From an optimization exercise on the open Yosys and OpenROAD flow, aimed at small area, a short achievable clock period and few clock cycles per item; shortcuts taken in it are not production practice.
In this exercise RTL edits were held to simulation tests only and were not proved equivalent to the original.
Power and IR drop assume default switching activity.

Setup of job 5974:
==> module codec2_frame_encoder, before the edit <==
module codec2_frame_encoder
(
	input  logic clk,
	input  logic rst,
	input  logic start,
	input  logic [10*16-1:0] lsp_in,
	input  logic voiced_first,
	input  logic voiced_second,
	input  frame_pkg::woe_index_t woe_index,
	output frame_pkg::frame_bits_t encoded_bits,
	output logic done_frame
);
	logic busy;
	logic accept;
	frame_pkg::frame_bits_t frame_word;
	frame_pkg::frame_bits_t word_q;
	assign accept = start && !busy;
	frame_packer u_packer
	(
		.lsp_in (lsp_in),
		.voiced_first (voiced_first),
		.voiced_second (voiced_second),
		.woe_index (woe_index),
		.frame_word (frame_word)
	);
	always_ff @(posedge clk or negedge rst)
	begin
		if (!rst)
		begin
			busy <= 1'b0;
			done_frame <= 1'b0;
			word_q <= '0;
		end
		else
		begin
			busy <= accept;
			if (accept)
				done_frame <= 1'b1;
			if (accept)
				word_q <= frame_word;
		end
	end
	assign encoded_bits = word_q;
endmodule
clock: 8.0 ns
lec_check: 0
abc_area: 1
cap_margin: 20
core_margin: 2
core_utilization: 40
cts_buf_list: sky130_fd_sc_hd__clkbuf_8
setup_slack_margin: 5
slew_margin: 20
standard.sh (not shown) runs the stock make flow with config.mk's settings and CLKGATE_MAP_FILE= SYNTH_SCRIPT=/design/flow/synth_recipe.tcl, a recipe that flattens the netlist after the stock synthesis.
==> flow/flow/run.sh <==
#!/bin/bash
# The standard layout, with the port buffers made from the smallest plain
# buffer instead of the delay buffer buffer_ports picks by default; the
# resizer upsizes them where timing or slew needs it.
set -euo pipefail
export BUFFER_PORTS_ARGS="-buffer_cell sky130_fd_sc_hd__buf_1"
bash standard.sh finish > standard.log 2>&1
Testbench counts of job 5974, summed over its fixed seeds: cycles 776, frames 384.
The following lists how job 4005 was set up differently from job 5974:
--- a/flow/design.v
+++ b/flow/design.v
@@ -1372,7 +1372,7 @@
 		else
 		begin
 			busy <= accept;
-			if (accept)
+			if (busy)
 				done_frame <= 1'b1;
 			if (accept)
 				word_q <= frame_word;
## What came out
Job 4005 ended with more unique cell type count in the Yosys netlist than job 5974.
Going from job 5974 to job 4005, sequential share of layout area held steady, count of plain and timing-repair buffers now smaller.
Required time of the worst setup path: job 4005 vs job 5974 down 20 ps
Summary of job 4005 over job 5974: critical path depth now sits higher, clock buffer and inverter area fraction after layout picked up an extra 0.19 points, met1 demand-to-capacity share in global routing down 0.86 points, synthesized cell count shows a reduction of 3.
Between job 4005 and job 5974, final non-filler cell total is lower for job 4005, job 5974 comes in above that.
Re part of the total power dissipated in the clock network: job 4005 and job 5974 aren't equal, and the lower value belongs to job 5974.
On data arrival time of the critical path, job 4005 and job 5974 are basically level.
Testbench counts of job 4005, summed over its fixed seeds: cycles 776, frames 384.

--- another note on this design; it stands on its own ---

Setup of v53:
==> flow/design.v (excerpt) <==
module codec2_frame_encoder
(
	input  logic clk,
	input  logic rst,
	input  logic start,
	input  logic [10*16-1:0] lsp_in,
	input  logic voiced_first,
	input  logic voiced_second,
	input  frame_pkg::woe_index_t woe_index,
	output frame_pkg::frame_bits_t encoded_bits,
	output logic done_frame
);
Size in the first run: about 750 cells after synthesis, roughly 48 flip-flops, about 220 I/O pins.
clock: 8.0 ns
lec_check: 0
cap_margin: 20
core_margin: 2
core_utilization: 40
setup_slack_margin: 4.0
slew_margin: 20
standard.sh (not shown) runs the stock make flow with config.mk's settings and CLKGATE_MAP_FILE= SYNTH_SCRIPT=/design/flow/synth_recipe.tcl, a recipe that flattens the netlist after the stock synthesis.
==> flow/flow/run.sh <==
#!/bin/bash
# The standard layout, with the port buffers made from the smallest plain
# buffer instead of the delay buffer buffer_ports picks by default; the
# resizer upsizes them where timing or slew needs it.
set -euo pipefail
export BUFFER_PORTS_ARGS="-buffer_cell sky130_fd_sc_hd__buf_1"
bash standard.sh finish > standard.log 2>&1
Testbench counts of v53, summed over its fixed seeds: cycles 776, frames 384.
> inputs changed (v53 -> v15)
Settings: SETUP_SLACK_MARGIN now 5, was 4.0.
--- a/flow/flow/run.sh
+++ b/flow/flow/run.sh
@@ -7 +7 @@
-bash standard.sh finish > standard.log 2>&1
+bash standard.sh SETUP_SLACK_MARGIN=5.3 finish > standard.log 2>&1
--- outcome ---
- Compared with v53, v15 shows count of non-filler cells in the finished layout higher by 17.
- Final critical-path share of the clock period was lower in v15 than in v53.
- Per the comparison of v15 with v53, power dissipated in the clock network picked up an extra about 2%, final wirelength climbed 9.2%, worst endpoint data arrival time lost 0.28 ns.
- v15 vs. v53: shortest period the worst path allows went down by 0.23 ns, power went up 0.051 mW.
The following lists how v38 was set up differently from v15:
Settings: putting ABC_AREA at 1 where nothing was set.
--- a/flow/flow/run.sh
+++ b/flow/flow/run.sh
@@ -7 +7 @@
-bash standard.sh SETUP_SLACK_MARGIN=5.3 finish > standard.log 2>&1
+bash standard.sh finish > standard.log 2>&1
Findings:
- The final reports for v38 and v15 show setup slack higher in the former.
- Summary of v38 over v15: register area share after synthesis has increased; total of plain and repair buffers excluding clock buffers lost about 7.5%; combinational power -about 13%; worst slack after detailed placement rose 0.070 ns.
- In the reports for v38 and v15, the smaller share of total power in the clock network belongs to v38.

Setup of east:
codec2_frame_encoder again, from the RTL that the note above started with.
export LEC_CHECK = 0
export CAP_MARGIN = 20
export CORE_MARGIN = 2
export CORE_UTILIZATION = 40
export SETUP_SLACK_MARGIN = 4.6
export SLEW_MARGIN = 20
create_clock -name core_clock -period 8.0 [get_ports {clk}]
==> flow/flow/run.sh <==
#!/bin/bash
# The standard layout, with the port buffers made from the smallest plain
# buffer instead of the delay buffer buffer_ports picks by default; the
# resizer upsizes them where timing or slew needs it.
set -euo pipefail
export BUFFER_PORTS_ARGS="-buffer_cell sky130_fd_sc_hd__buf_1"
bash standard.sh finish > standard.log 2>&1
Testbench counts of east, summed over its fixed seeds: cycles 776, frames 384.
Input changes introduced in middle (baseline for comparison: east):
Settings: a change of SETUP_SLACK_MARGIN from 4.6 to 5.
diff --git a/flow/flow/run.sh b/flow/flow/run.sh
--- a/flow/flow/run.sh
+++ b/flow/flow/run.sh
@@ -5,3 +5,3 @@
 set -euo pipefail
 export BUFFER_PORTS_ARGS="-buffer_cell sky130_fd_sc_hd__buf_1"
-bash standard.sh finish > standard.log 2>&1
+bash standard.sh SETUP_SLACK_MARGIN=5.6 finish > standard.log 2>&1
Results
Compared with east, middle shows a higher achievable frequency.
Compared with east, middle shows a relative contribution of the clock network to total power that is 9.1 points lower.
In middle the total power turned out about 8% higher than in east.

-- port drivers added, routing unchanged --
The flow's constraints put no driver on any port. The routed layouts listed below were extracted and timed again, unchanged, in two steps. Step 1 assumes that a clkbuf_16 drives the clock port and a buf_2 every other input. Step 2 also shifts input and output timing later by t, the mid clock arrival at the registers, as if the neighbouring blocks saw the same clock. Slacks: ideal ports / drivers / drivers and shift; pairs: ideal ports / drivers.
| run | t, ns | slack for setup (ns) | worst data-port slew with drivers (ns) |
|---|---|---|---|
| job 5974 | 0.333 | 5.371 / 5.379 / 5.046 | 0.06 |
| job 4005 | 0.320 | 5.367 / 5.375 / 5.055 | 0.06 |
| v53 | 0.321 | 4.921 / 4.933 / 4.612 | 0.06 |
| v15 | 0.320 | 5.153 / 5.149 / 4.830 | 0.06 |
| v38 | 0.318 | 5.233 / 5.245 / 4.927 | 0.06 |
| east | 0.321 | 4.921 / 4.933 / 4.612 | 0.06 |
| middle | 0.322 | 5.126 / 5.137 / 4.815 | 0.06 |
After both steps every run listed still meets setup and hold. For job 5974, which loses most, drivers alone change the setup slack by +0.008 ns; drivers and shift together by -0.325 ns.
